What follows belongs to an exercise in optimizing a design on an open flow for small area, a short achievable clock period and few clock cycles; a production flow would make more cautious choices. Power figures rest on the tool's default switching activity, not on a simulated workload.

main:
==> flow/design.v <==
module frame_loader #(
    parameter int H_RES   = 640,
    parameter int V_RES   = 480,
    parameter int BPP     = 1,
    parameter int RAM_LAT = 1,
    parameter int ADDR_W  = 9,
    parameter int COORD_W = 11
) (
    input  logic           CLOCK_50,
    input  logic           reset_n,
    input  logic           start,
    input  logic           abort,
    input  logic           mirror,
    output logic           busy,
    output logic           done,
    output logic [ADDR_W-1:0]    read_addr,
    input  logic [H_RES*BPP-1:0] q,
    output logic [COORD_W-1:0]   pix_x,
    output logic [COORD_W-1:0]   pix_y,
    output logic [BPP-1:0]       pix_color,
    output logic                 pix_valid,
    input  logic                 pix_ready
);
    localparam int CW = 10;
    localparam int NC = 32;           
    localparam int NG = H_RES / NC;   
    localparam logic [CW-1:0]     X_LAST = H_RES - 1;
    localparam logic [ADDR_W-1:0] Y_LAST = V_RES - 1;
    localparam logic [CW-1:0]     PRE_FWD = '1;
    localparam logic [CW-1:0]     PRE_REV = H_RES;
    logic              busy_q, done_q, valid_q, wait_q, prime_q, first_q;
    logic [ADDR_W-1:0] y_q;
    logic              mirror_q, last_q, color_q;
    logic [CW-1:0]     x_q;
    logic [NG-1:0]     grp_n;
    logic [3:0]        lo_q;      
    logic [7:0]        hi_q;      
    logic [4:0]        g_q;       
    logic hs, row_start, step, fill, mir;
    logic pix_d;
    assign hs        = valid_q && pix_ready;
    assign row_start = !busy_q || hs && last_q;    
    assign step      = first_q || hs && !last_q;   
    assign fill      = prime_q || step;            
    assign mir       = busy_q ? mirror_q : mirror;
    logic [CW-1:0] x_next, x_next2, x_step;
    logic [CW-1:0] x_t, x_c1, x_c2;
    assign x_t = x_q ^ {CW{mirror_q}};
    always_comb begin
        x_c1[0] = 1'b1;
        x_c2[0] = 1'b0;
        x_c2[1] = 1'b1;
        for (int i = 1; i < CW; i++) x_c1[i] = x_c1[i-1] && x_t[i-1];
        for (int i = 2; i < CW; i++) x_c2[i] = x_c2[i-1] && x_t[i-1];
    end
    assign x_next  = x_q ^ x_c1;
    assign x_next2 = x_q ^ x_c2;
    logic [CW-1:0] x_d;
    logic          color_d;
    logic [CW-1:0] x_pre;
    assign x_pre = mir ? PRE_REV : PRE_FWD;
    for (genvar i = 0; i < CW; i++) begin : g_xmux
        fl_mux u_step (.s(step), .a(x_next[i]), .b(x_q[i]), .y(x_step[i]));
        fl_mux u_row (.s(row_start), .a(x_pre[i]), .b(x_step[i]), .y(x_d[i]));
    end
    fl_mux u_cmux (.s(step), .a(pix_d), .b(color_q), .y(color_d));
    logic [NC-1:0] csel;
    logic [NG-1:0] grp_d;
    always_comb
        for (int k = 0; k < NC; k++) csel[k] = lo_q[k % 4] && hi_q[k / 4];
    for (genvar j = 0; j < NG; j++) begin : g_grp
        fl_grp u (.d(q[NC*j +: NC]), .sel(csel), .y_n(grp_d[j]));
    end
    logic [NG-1:0] gsel;
    always_comb
        for (int j = 0; j < NG; j++) gsel[j] = g_q == 5'(j);
    assign pix_d = |(~grp_n & gsel);
    always_ff @(posedge CLOCK_50 or negedge reset_n) begin
        if (!reset_n) begin
            busy_q  <= 1'b0;
            done_q  <= 1'b0;
            valid_q <= 1'b0;
            wait_q  <= 1'b0;
            prime_q <= 1'b0;
            first_q <= 1'b0;
            y_q     <= '0;
        end else begin
            done_q <= 1'b0;
            if (!busy_q) begin
                if (start && !abort && !done_q) busy_q <= 1'b1;
                prime_q <= 1'b1;
            end else if (abort) begin
                busy_q  <= 1'b0;
                valid_q <= 1'b0;
                wait_q  <= 1'b0;
                prime_q <= 1'b0;
                first_q <= 1'b0;
                y_q     <= '0;
            end else if (valid_q) begin
                if (pix_ready && last_q) begin
                    valid_q <= 1'b0;
                    if (y_q == Y_LAST) begin
                        busy_q <= 1'b0;
                        done_q <= 1'b1;
                        y_q    <= '0;
                    end else begin
                        wait_q <= 1'b1;
                        y_q    <= y_q + 1'b1;
                    end
                end
            end else if (wait_q) begin
                wait_q  <= 1'b0;
                prime_q <= 1'b1;
            end else if (prime_q) begin
                prime_q <= 1'b0;
                first_q <= 1'b1;
            end else if (first_q) begin
                first_q <= 1'b0;
                valid_q <= 1'b1;
            end
        end
    end
    always_ff @(posedge CLOCK_50) begin
        if (!busy_q) mirror_q <= mirror;
        if (row_start) begin
            last_q <= 1'b0;
            g_q    <= mir ? 5'(NG - 1) : 5'd0;
        end else if (step) begin
            last_q  <= x_q == (mirror_q ? 10'd1 : X_LAST - 1'b1);
            g_q     <= x_next2[9:5];
        end
        x_q     <= x_d;
        color_q <= color_d;
        if (row_start) begin
            lo_q <= mir ? 4'b1000 : 4'b0001;
            hi_q <= mir ? 8'h80 : 8'h01;
        end else if (fill) begin
            lo_q <= mirror_q ? {lo_q[0], lo_q[3:1]} : {lo_q[2:0], lo_q[3]};
            if (mirror_q ? lo_q[0] : lo_q[3])
                hi_q <= mirror_q ? {hi_q[0], hi_q[7:1]} : {hi_q[6:0], hi_q[7]};
        end
        if (fill) grp_n <= grp_d;
    end
    assign busy      = busy_q;
    assign done      = done_q;
    assign read_addr = y_q;
    assign pix_x     = {{(COORD_W-CW){1'b0}}, x_q};
    assign pix_y     = {{(COORD_W-ADDR_W){1'b0}}, y_q};
    assign pix_color = color_q;
    assign pix_valid = valid_q;
endmodule
module fl_grp (
    input  logic [31:0] d,
    input  logic [31:0] sel,
    output logic        y_n
);
    assign y_n = !(|(d & sel));
endmodule
module fl_mux (
    input  logic s,
    input  logic a,
    input  logic b,
    output logic y
);
    assign y = s ? a : b;
endmodule
clock: 5.0 ns
lec_check: 0
cap_margin: 20
core_area: 5 5 235 235
die_area: 0 0 240 240
setup_slack_margin: 3.0
slew_margin: 20
synth_hierarchical: 1
synth_minimum_keep_size: 0
tns_end_percent: 5
buffer_ports_args: -buffer_cell sky130_fd_sc_hd__buf_1
io_constraints: /design/flow/flow/io.tcl
standard.sh (not shown) runs the stock make flow with config.mk's settings and CLKGATE_MAP_FILE= SYNTH_SCRIPT=/design/flow/synth_recipe.tcl, a recipe that flattens the netlist after the stock synthesis.
==> flow/flow/run.sh <==
#!/bin/bash
# The standard layout (standard.sh) with two changes to how it is made:
# every port is buffered by the smallest buffer, sky130_fd_sc_hd__buf_1,
# instead of the one buffer_ports picks; and the q pins are placed in bit
# order (flow/io.tcl) so that each 32-bit group of the colour select sits
# together on one edge.
set -euo pipefail
echo 'export BUFFER_PORTS_ARGS = -buffer_cell sky130_fd_sc_hd__buf_1' >> config.mk
echo "export IO_CONSTRAINTS = $PWD/flow/io.tcl" >> config.mk
if [[ -f flow/extra.mk ]]; then cat flow/extra.mk >> config.mk; fi
bash standard.sh > standard.log 2>&1
==> flow/flow/io.tcl <==
# q pins in bit order, 160 to a side, so each 32-bit group of the colour
# select sits together on one edge
set sides {bottom right top left}
for {set s 0} {$s < 4} {incr s} {
  set names {}
  for {set i [expr {$s * 160}]} {$i < [expr {($s + 1) * 160}]} {incr i} {
    lappend names "q\[$i\]"
  }
  set_io_pin_constraint -region [lindex $sides $s]:* -pin_names $names -group -order
}
main did not stop at any stage, and its layout met the timing, design-rule and antenna checks.
The inputs of the feature branch differ from those of main as listed below.
- removing TNS_END_PERCENT (formerly 5)
==> comparison <==
- On area of the multi-input gates, the higher figure sits with the feature branch, not main.
- Clock skew (the feature branch over main): decrease, 0.0039 ns
- Measured against the feature branch, the total power draw of main comes out at 0.931 times the reference value.
- Diff the feature branch and main: multi-input combinational cell count lower in main
- Met3 track demand over resource in global routing: the feature branch vs main up 0.40 points
- The final-layout non-clock buffer area share of the feature branch exceeds that of main by 3.2 points.
No functional check of the RTL was part of any run of this note.

==> re-timing with driven ports <==
No port has a modelled driver above. Below, the same layouts with a new extraction and two added sets of constraints. Step 1 sets driving cells, clkbuf_16 on the clock port and buf_2 on the other inputs (assumed; they add their load-dependent delay and slew). Step 2 moves the port delays by t, midway between the first and last clock arrival at a register: inputs arrive t later, outputs are due t later. That takes back most of the time a late clock gives input paths. Slacks: no drivers / after step 1 / after step 2; pairs: no drivers / after step 1.
run	t (ns)	slack for setup (ns)	hold slack, ns	clock arrival spread, ns	worst register clock-pin slew, ns
main	0.366	2.823 / 2.790 / 2.606	0.510 / 0.510 / 0.510	0.012 / 0.013	0.06 / 0.06
the feature branch	0.370	2.938 / 2.938 / 2.689	0.518 / 0.518 / 0.518	0.009 / 0.009	0.06 / 0.06
After both steps every run listed still meets setup and hold. For the feature branch, which loses most, drivers alone change the setup slack by 0.000 ns; drivers and shift together by -0.249 ns.
